Source: an optimization exercise on an open RTL-to-GDS flow (aim: small area and a short achievable clock period). Production flows keep margins and buffers that such runs may drop. No run shown here included a check of the RTL's function; only the layout flow was run. Power figures rest on the tool's default switching activity, not on a simulated workload.

## flow/run.sh

```bash
#!/bin/bash
# standard layout, with plain buffers on the ports instead of delay buffers
set -euo pipefail
export BUFFER_PORTS_ARGS="-buffer_cell sky130_fd_sc_hd__buf_1"
bash standard.sh finish > standard.log 2>&1
```

## standard.sh

```bash
#!/bin/bash
# synth_recipe.tcl (not shown) runs the flow's synth.tcl, then flattens the netlist and writes it again
# the make line also repeats each setting of config.mk as NAME=value (left out here)
make -C /OpenROAD-flow-scripts/flow DESIGN_CONFIG=/design/flow/config.mk WORK_HOME=/design/flow/orfs CLKGATE_MAP_FILE= SYNTH_SCRIPT=/design/flow/synth_recipe.tcl "${@:-finish}"
```

## config.mk

```make
export PLATFORM = sky130hd
export DESIGN_NAME = fpu_unit
export DESIGN_NICKNAME = fpu_unit
export VERILOG_FILES = /design/flow/design.v
export SDC_FILE = /design/flow/constraint.sdc
export NUM_CORES = 4
export LEC_CHECK = 0
export ABC_AREA = 1
export CAP_MARGIN = 20
export CORE_MARGIN = 2
export CORE_UTILIZATION = 60
export SETUP_SLACK_MARGIN = 3.3
export SLEW_MARGIN = 20
```

## constraint.sdc

```tcl
create_clock -name core_clock -period 8.0 [get_ports {clk}]
set_input_delay 1.6000 -clock core_clock [delete_from_list [all_inputs] [get_ports {clk}]]
set_output_delay 1.6000 -clock core_clock [all_outputs]
set_load 0.01 [all_outputs]
```

## design.v

```verilog
package fpu_pkg;
	typedef logic [31:0] float_t;         
	typedef logic signed [31:0] word_t;   
	typedef logic [7:0] exp_t;            
	typedef logic [22:0] frac_t;          
	localparam exp_t EXP_BIAS = 8'd127;
	localparam exp_t EXP_SPECIAL = 8'd255;   
	localparam exp_t EXP_INT_MIN = 8'd150;   
	localparam exp_t EXP_FTOI_MAX = 8'd158;  
	typedef struct packed {
		logic [5:0] op1;  
		logic [4:0] fmt;  
		logic [5:0] op2;  
	} fpu_instr_t;
	localparam logic [5:0] OPC_COP1 = 6'b010001;
	localparam logic [4:0] FMT_S = 5'b10000;
	localparam logic [4:0] FMT_W_TO_S = 5'b00100;  
	localparam logic [4:0] FMT_S_TO_W = 5'b00000;  
	localparam logic [5:0] FN_ABS = 6'd5;
	localparam logic [5:0] FN_NEG = 6'd7;
	localparam logic [5:0] FN_FLOOR = 6'd15;
	localparam logic [5:0] FN_CVT = 6'd0;  
	typedef logic [2:0] op_code_t;
	localparam op_code_t OP_ABS = 3'd0;
	localparam op_code_t OP_NEG = 3'd1;
	localparam op_code_t OP_FLOOR = 3'd2;
	localparam op_code_t OP_FTOI = 3'd3;
	localparam op_code_t OP_ITOF = 3'd4;
	typedef struct packed {
		logic invalid;
		logic div0;     
		logic nan;
		logic ovf;
	} fpu_exc_t;
endpackage
`timescale 1ns/1ns
module fpu_decode (
	input logic [16:0] instr_w,
	output logic is_abs,
	output logic is_neg,
	output logic is_floor,
	output logic is_ftoi,
	output logic is_itof,
	output logic src_int,        
	output logic cvt,            
	output logic invalid
);
	logic cop1;
	logic fmt_s;
	assign cop1 = (instr_w[16:11] == 6'b010001);
	assign fmt_s = (instr_w[10:6] == 5'b10000);
	assign cvt = (instr_w[5:0] == 6'd0);
	assign is_abs = cop1 & fmt_s & (instr_w[5:0] == 6'd5);
	assign is_neg = cop1 & fmt_s & (instr_w[5:0] == 6'd7);
	assign is_floor = cop1 & fmt_s & (instr_w[5:0] == 6'd15);
	assign is_ftoi = cop1 & cvt & (instr_w[10:6] == 5'b00000);
	assign is_itof = cop1 & cvt & (instr_w[10:6] == 5'b00100);
	assign src_int = instr_w[8];
	assign invalid = ~(is_abs | is_neg | is_floor | is_ftoi | is_itof);
endmodule
`timescale 1ns/1ns
module fp_floor (
	input logic [31:0] x,
	input logic en,              
	output logic [22:0] frac,
	output logic cin,
	output logic tiny,           
	output logic neg_one         
);
	logic s;
	logic [7:0] e;
	logic [22:0] f;
	logic is_nan;
	logic [22:0] clr;            
	assign s = x[31];
	assign e = x[30:23];
	assign f = x[22:0];
	assign is_nan = (e == 8'hff) && (f != '0);
	assign tiny = (e < 8'd127);
	assign neg_one = s & (x[30:0] != '0);
	always_comb begin
		for (int i = 0; i < 23; i++) begin
			clr[i] = en & (e < 8'(150 - i));  
		end
	end
	assign cin = s & (|(f & clr));
	always_comb begin
		frac = f | {en & is_nan, 22'd0};   
		for (int i = 0; i < 23; i++) begin
			if (clr[i]) begin
				frac[i] = cin;
			end
		end
	end
endmodule
`timescale 1ns/1ns
module fp_to_int (
	input logic [31:0] x,
	output logic [31:0] d,       
	output logic [4:0] r,        
	output logic in_range,       
	output logic min_int,        
	output logic ovf,
	output logic nan
);
	logic s;
	logic [7:0] e;
	logic [22:0] f;
	assign s = x[31];
	assign e = x[30:23];
	assign f = x[22:0];
	assign d = {1'b1, f, 8'd0};
	assign r = 5'(5'd29 - e[4:0]);   
	assign in_range = (e >= 8'd126) && (e <= 8'd157);
	assign nan = (e == 8'hff) && (f != '0);
	assign min_int = s && (e == 8'd158) && (f == '0);
	assign ovf = ((e > 8'd158) && !nan) || ((e == 8'd158) && !(s && (f == '0)));
endmodule
`timescale 1ns/1ns
module int_to_fp (
	input logic s,
	input logic [31:0] u,        
	output logic [4:0] lz,
	output logic [7:0] e
);
	logic z;
	logic [4:0] lead;
	logic [15:0] z1;
	logic [15:0] c1;
	logic [7:0] z2;
	logic [1:0] c2 [8];
	logic [3:0] z3;
	logic [2:0] c3 [4];
	logic [1:0] z4;
	logic [3:0] c4 [2];
	always_comb begin
		for (int j = 0; j < 16; j++) begin
			z1[j] = ~(u[2*j+1] | u[2*j]);
			c1[j] = ~u[2*j+1];
		end
		for (int j = 0; j < 8; j++) begin
			z2[j] = z1[2*j+1] & z1[2*j];
			c2[j] = z1[2*j+1] ? {1'b1, c1[2*j]} : {1'b0, c1[2*j+1]};
		end
		for (int j = 0; j < 4; j++) begin
			z3[j] = z2[2*j+1] & z2[2*j];
			c3[j] = z2[2*j+1] ? {1'b1, c2[2*j]} : {1'b0, c2[2*j+1]};
		end
		for (int j = 0; j < 2; j++) begin
			z4[j] = z3[2*j+1] & z3[2*j];
			c4[j] = z3[2*j+1] ? {1'b1, c3[2*j]} : {1'b0, c3[2*j+1]};
		end
	end
	assign z = z4[1] & z4[0];
	assign lz = z4[1] ? {1'b1, c4[0]} : {1'b0, c4[1]};
	assign lead = ~lz;
	assign e = z ? {1'b0, {6{s}}, 1'b0} : (8'd127 + {3'd0, lead});
endmodule
`timescale 1ns/1ns
module fpu_result #(
	parameter int CUT = 3
) (
	input logic clk,
	input logic rst_n,
	input logic is_abs,
	input logic is_neg,
	input logic is_floor,
	input logic is_ftoi,
	input logic is_itof,
	input logic src_int,
	input logic cvt,
	input logic invalid,
	input logic [31:0] x1,
	input logic [31:0] x2,
	input logic [22:0] fl_frac,
	input logic fl_cin,
	input logic fl_tiny,
	input logic fl_neg_one,
	input logic [31:0] ft_d,
	input logic [4:0] ft_r,
	input logic ft_in_range,
	input logic ft_min_int,
	input logic ft_ovf,
	input logic ft_nan,
	output logic [31:0] it_u,
	input logic [4:0] it_lz,
	input logic [7:0] it_e,
	output logic [31:0] y,
	output logic [3:0] exc
);
	logic fl_small;
	logic sgn;
	logic [31:0] xr;             
	logic sel_ftd;
	logic [31:0] sh_d;
	logic sh_x;                  
	logic sh_s;                  
	logic [4:0] sh_r;
	logic cls_x;
	logic cls_ft;
	logic cls_it;
	logic [3:0] exc_d;
	assign fl_small = is_floor & fl_tiny;
	assign sgn = is_neg ? ~x1[31] : (x1[31] & ~is_abs);
	assign xr = ({32{is_abs | is_neg | (is_floor & ~fl_tiny)}} & {sgn, x1[30:23], fl_frac})
		| {(fl_small & x1[31]) | (is_ftoi & ft_min_int), 1'b0, {7{fl_small & fl_neg_one}}, 23'd0};
	assign sel_ftd = cvt & ft_in_range;
	always_comb begin
		for (int i = 0; i < 32; i++) begin
			sh_d[i] = src_int ? x2[31 - i] : (sel_ftd ? ft_d[i] : xr[i]);
		end
	end
	assign sh_x = src_int ? x2[31] : (sel_ftd & x1[31]);
	assign sh_s = src_int ? x2[31] : x1[31];
	assign sh_r = src_int ? it_lz : (sel_ftd ? ft_r : 5'd0);
	logic [31:0] sh [6];
	assign sh[0] = sh_d ^ {32{sh_x}};
	always_comb begin
		for (int i = 0; i < 32; i++) begin
			it_u[i] = sh[0][31 - i];
		end
	end
	assign cls_x = rst_n & (is_abs | is_neg | is_floor | (is_ftoi & ~ft_in_range));
	assign cls_ft = rst_n & is_ftoi & ft_in_range;
	assign cls_it = rst_n & is_itof;
	assign exc_d = {rst_n & invalid, 1'b0, rst_n & is_ftoi & ft_nan, rst_n & is_ftoi & ft_ovf};
	logic [31:0] sh_q;
	logic [4:0] r_q;
	logic s_q;
	logic cls_x_q;
	logic cls_ft_q;
	logic cls_it_q;
	logic [7:0] e_q;
	logic fl_cin_q;
	for (genvar k = 0; k < 5; k++) begin : g_step
		localparam int W = 16 >> k;
		if (k < CUT) begin : g_in
			assign sh[k+1] = sh_r[4-k] ? {{W{sh_s}}, sh[k][31:W]} : sh[k];
		end else if (k == CUT) begin : g_cut
			assign sh[k+1] = r_q[4-k] ? {{W{s_q}}, sh_q[31:W]} : sh_q;
		end else begin : g_out
			assign sh[k+1] = r_q[4-k] ? {{W{s_q}}, sh[k][31:W]} : sh[k];
		end
	end
	always_ff @(posedge clk) begin
		sh_q <= sh[CUT];
		r_q <= sh_r;
		s_q <= sh_s;
		cls_x_q <= cls_x;
		cls_ft_q <= cls_ft;
		cls_it_q <= cls_it;
		e_q <= it_e;
		fl_cin_q <= fl_cin & is_floor & ~fl_tiny;
		exc <= exc_d;
	end
	logic [31:0] o;
	logic [31:0] n;              
	logic it_cin;
	logic [31:0] a;
	logic cin;
	assign o = sh[5];
	always_comb begin
		for (int i = 0; i < 32; i++) begin
			n[i] = o[31 - i];
		end
	end
	assign it_cin = s_q ? (n[7] | (n[8] & (&n[6:0])))
		: (n[7] & (n[8] | (|n[6:0])));
	assign a = ({32{cls_x_q}} & o)
		| ({32{cls_ft_q}} & {s_q, o[31:1]})
		| ({32{cls_it_q}} & {s_q, e_q, n[30:8]});
	assign cin = (cls_x_q & fl_cin_q) | (cls_ft_q & o[0]) | (cls_it_q & it_cin);
	logic [7:0] grp;             
	logic [7:0] gpre;            
	logic [7:0] gc;              
	logic [31:0] c;              
	always_comb begin
		for (int j = 0; j < 8; j++) begin
			grp[j] = &a[4*j +: 4];
		end
		gpre[0] = 1'b1;
		gpre[1] = grp[0];
		gpre[2] = grp[0] & grp[1];
		gpre[3] = gpre[2] & grp[2];
		gpre[4] = gpre[2] & grp[2] & grp[3];
		gpre[5] = gpre[4] & grp[4];
		gpre[6] = gpre[4] & grp[4] & grp[5];
		gpre[7] = gpre[6] & grp[6];
		for (int j = 0; j < 8; j++) begin
			gc[j] = cin & gpre[j];
			c[4*j] = gc[j];
			c[4*j+1] = gc[j] & a[4*j];
			c[4*j+2] = gc[j] & a[4*j] & a[4*j+1];
			c[4*j+3] = gc[j] & a[4*j] & a[4*j+1] & a[4*j+2];
		end
	end
	assign y = a ^ c;
endmodule
`timescale 1ns/1ns
module fpu_unit (
	input logic clk,
	input logic rst_n,
	input logic [16:0] instr,
	input logic [31:0] x1,    
	input logic signed [31:0] x2,     
	output logic [31:0] y,
	output logic [3:0] exc
);
	logic is_abs, is_neg, is_floor, is_ftoi, is_itof, src_int, cvt, invalid;
	logic [22:0] fl_frac;
	logic fl_cin;
	logic fl_tiny;
	logic fl_neg_one;
	logic [31:0] ft_d;
	logic [4:0] ft_r;
	logic ft_in_range;
	logic ft_min_int;
	logic ft_ovf;
	logic ft_nan;
	logic [31:0] it_u;
	logic [4:0] it_lz;
	logic [7:0] it_e;
	fpu_decode fpu_decode_i (
		.instr_w  (instr),
		.is_abs   (is_abs),
		.is_neg   (is_neg),
		.is_floor (is_floor),
		.is_ftoi  (is_ftoi),
		.is_itof  (is_itof),
		.src_int  (src_int),
		.cvt      (cvt),
		.invalid  (invalid)
	);
	fp_floor fp_floor_i (
		.x       (x1),
		.en      (is_floor),
		.frac    (fl_frac),
		.cin     (fl_cin),
		.tiny    (fl_tiny),
		.neg_one (fl_neg_one)
	);
	fp_to_int fp_to_int_i (
		.x        (x1),
		.d        (ft_d),
		.r        (ft_r),
		.in_range (ft_in_range),
		.min_int  (ft_min_int),
		.ovf      (ft_ovf),
		.nan      (ft_nan)
	);
	int_to_fp int_to_fp_i (
		.s   (x2[31]),
		.u   (it_u),
		.lz  (it_lz),
		.e   (it_e)
	);
	fpu_result fpu_result_i (
		.clk         (clk),
		.rst_n       (rst_n),
		.is_abs      (is_abs),
		.is_neg      (is_neg),
		.is_floor    (is_floor),
		.is_ftoi     (is_ftoi),
		.is_itof     (is_itof),
		.src_int     (src_int),
		.cvt         (cvt),
		.invalid     (invalid),
		.x1          (x1),
		.x2          (x2),
		.fl_frac     (fl_frac),
		.fl_cin      (fl_cin),
		.fl_tiny     (fl_tiny),
		.fl_neg_one  (fl_neg_one),
		.ft_d        (ft_d),
		.ft_r        (ft_r),
		.ft_in_range (ft_in_range),
		.ft_min_int  (ft_min_int),
		.ft_ovf      (ft_ovf),
		.ft_nan      (ft_nan),
		.it_u        (it_u),
		.it_lz       (it_lz),
		.it_e        (it_e),
		.y           (y),
		.exc         (exc)
	);
endmodule
```

==> results of run 1 <==
what timing repair did:
| item | 4_1_cts |
|---|---|
| resized for setup | 170 |
| buffers inserted | 75 |
| pin swaps | 33 |
| cloned | 10 |
| endpoints found under the setup margin | 74 |
metal layers:
layer	GRT overflow	GRT usage [%]
met1	5	85.7
met2	163	103
met3	8	74.7
met4	119	98.2
met5	3	41.1
per-stage QoR:
step                      instances  total power [uW]  setup WS (ns)
after floorplan                1452               599           3.32
after global placement         1679               694           1.79
after detailed placement       1679               698           1.75
after CTS                      1772               984           2.79
power groups by stage:
stage,Sequential (uW),Combinational (uW),Clock [uW]
4_1_cts,310,467,207
3_3_place_gp,321,374,0
3_5_place_dp,321,377,0
2_1_floorplan,302,298,0
how the worst max path moves through the flow:
| stage | start | endpoint | slack (ns) | cells after the start |
|---|---|---|---|---|
| 4_1_cts | fpu_result_i.r_q[1] | y[31] | 2.79 | 20 |
| 3_3_place_gp | fpu_result_i.r_q[0] | y[31] | 1.79 | 16 |
| 3_5_place_dp | fpu_result_i.r_q[0] | y[27] | 1.75 | 16 |
| 2_1_floorplan | fpu_result_i.r_q[1] | y[31] | 3.32 | 17 |
cell families after synthesis:
logic type | Yosys count | synth area share (%)
simple gates | 1036 | 59.4
buf+inv | 191 | 11.3
compound gates | 132 | 9.85
flops | 50 | 13.1
fa+ha+maj | 28 | 4.60
xor+xnor | 13 | 1.49
other cells | 1 | 0.0492
mux | 1 | 0.131
==> results.toml, run 1 <==
[status]
status = "did not finish"
lastStage = "global routing"
tool.error = "[ERROR GRT-0232] Routing congestion too high. Check the congestion heatmap in the GUI."

[global_route]
grtUsageTotal_pct = 88.8
grt_max_degree = 42
grt_overflow_total = 298

[yosys]
syn-instance-count = 1452
synth_cell_types = 43
synthTopCellsByArea = "nand2_1, dfxtp_1, nand3_1"
yosysWarnings = 7
synth_area_um2 = 7620
synth_top_area_share_pct = 31.1
synthesis.nets = 1563
yosys_most_used_dff = "dfxtp_1"
synth_edf_count = 0
async_flop_share_pct = 0
netlist_top_cells_count = "nand2_1, nand3_1, inv_1"
avgSynthCellArea_um2 = 5.25
synth.most_common_cell = "nand2_1"
ys_seq_area_share_pct = 13.1
ys_ff_latch = 50
yosysTopAreaCell = "nand2_1"

[floorplan]
start_util_pct = 60.9
die_w_um = 117
die_y_um = 117
std_cell_rows = 41
io_pins = 119

[placement]
hpwl_mm = 20.5
routabilityCongestion = 1.01
placed_cell_area_um2 = 7930
port_buffers = 117

[cts]
h-tree-depth = 2
cts_root_buf = "clkbuf_16"
cts_made_buffers = 5
clkSinkCount = 50
clock_path_buffers = 2
ctsHoldBuffers = 0

[sta]
crit_endpoint = "y[31]"
worstEndpointType = "top-level output"
==> run 2: changes to the inputs <==
--- a/design.v
+++ b/design.v
@@ -158,7 +158,7 @@
 endmodule
 `timescale 1ns/1ns
 module fpu_result #(
-	parameter int CUT = 3
+	parameter int CUT = 4
 ) (
 	input logic clk,
 	input logic rst_n,
==> run 2 against run 1 <==
The run again fails in global routing; area after synthesis shrank 4.4%; synthesized cell count shrank 5.8%.
==> results.toml, run 2 <==
[floorplan]
io_pins = 119
die_w_um = 114
die_y_um = 114
start_util_pct = 61.2
std_cell_rows = 40

[cts]
h-tree-depth = 2
cts_root_buf = "clkbuf_16"
cts_made_buffers = 5
clkSinkCount = 49
clock_path_buffers = 2
ctsHoldBuffers = 0

[yosys]
netlist_top_cells_count = "nand2_1, nand3_1, inv_1"
synth_top_area_share_pct = 27.0
syn-instance-count = 1368
ys_ff_latch = 49
synth_area_um2 = 7290
synth_edf_count = 0
synthesis.nets = 1479
yosys_most_used_dff = "dfxtp_1"
yosysTopAreaCell = "nand2_1"
synth_cell_types = 50
yosysWarnings = 7
avgSynthCellArea_um2 = 5.33
synth.most_common_cell = "nand2_1"
async_flop_share_pct = 0
ys_seq_area_share_pct = 13.5
synthTopCellsByArea = "nand2_1, dfxtp_1, nand3_1"

[placement]
port_buffers = 117
placed_cell_area_um2 = 7650
hpwl_mm = 19.2
dp_cells = 1578
routabilityCongestion = 1.06

[status]
status = "did not finish"
tool.error = "[ERROR DPL-0038] Utilization greater than 100%, impossible to legalize"
lastStage = "global routing"

[global_route]
grt_max_degree = 39

[sta]
worstEndpointType = "top-level output"
crit_endpoint = "y[31]"
[run 2: cell types whose count changed after synthesis, moves of 12 or more]
cell and delta:
inv_1 +13, nand2_1 -107, o21ai_0 +14, nand3_1 -16
nor2_1 +14, buf_6 -12, a31oi_1 -13
[run 2: worst min-delay path by stage]
stage,start,end,cells after the start
after floorplan,rst_n,fpu_result_i.exc[3],2
after global placement,rst_n,fpu_result_i.exc[3],3
after detailed placement,rst_n,fpu_result_i.exc[3],3
after CTS,rst_n,fpu_result_i.exc[3],3
[run 2: power by group through the flow]
stage | registers (uW) | logic, uW | clock network (uW)
after detailed placement | 309 | 360 | 0
after CTS | 312 | 447 | 254
after global placement | 309 | 356 | 0
after floorplan | 300 | 271 | 0
[run 2: metrics by stage]
step                hold slack (ns)  setup WS, ns
floorplan                      1.74          3.30
global placement               1.85          1.91
detailed placement             1.85          1.90
CTS                            1.54          2.85
[run 2: repair_timing]
| action | CTS |
|---|---|
| gates resized for setup | 226 |
| setup endpoints to repair | 65 |
| buffers inserted | 67 |
| pin swaps | 46 |
| gates cloned | 18 |
[run 2: kinds of logic after synthesis]
family | synth area share, %
and+or+nand+nor | 54.3
buffers and inverters | 11.2
AOI/OAI and AO/OA | 13.1
DFF | 13.5
adders and majority gates | 4.81
xor gates and xnor gates | 2.04
other | 0.0515
muxes | 1.01
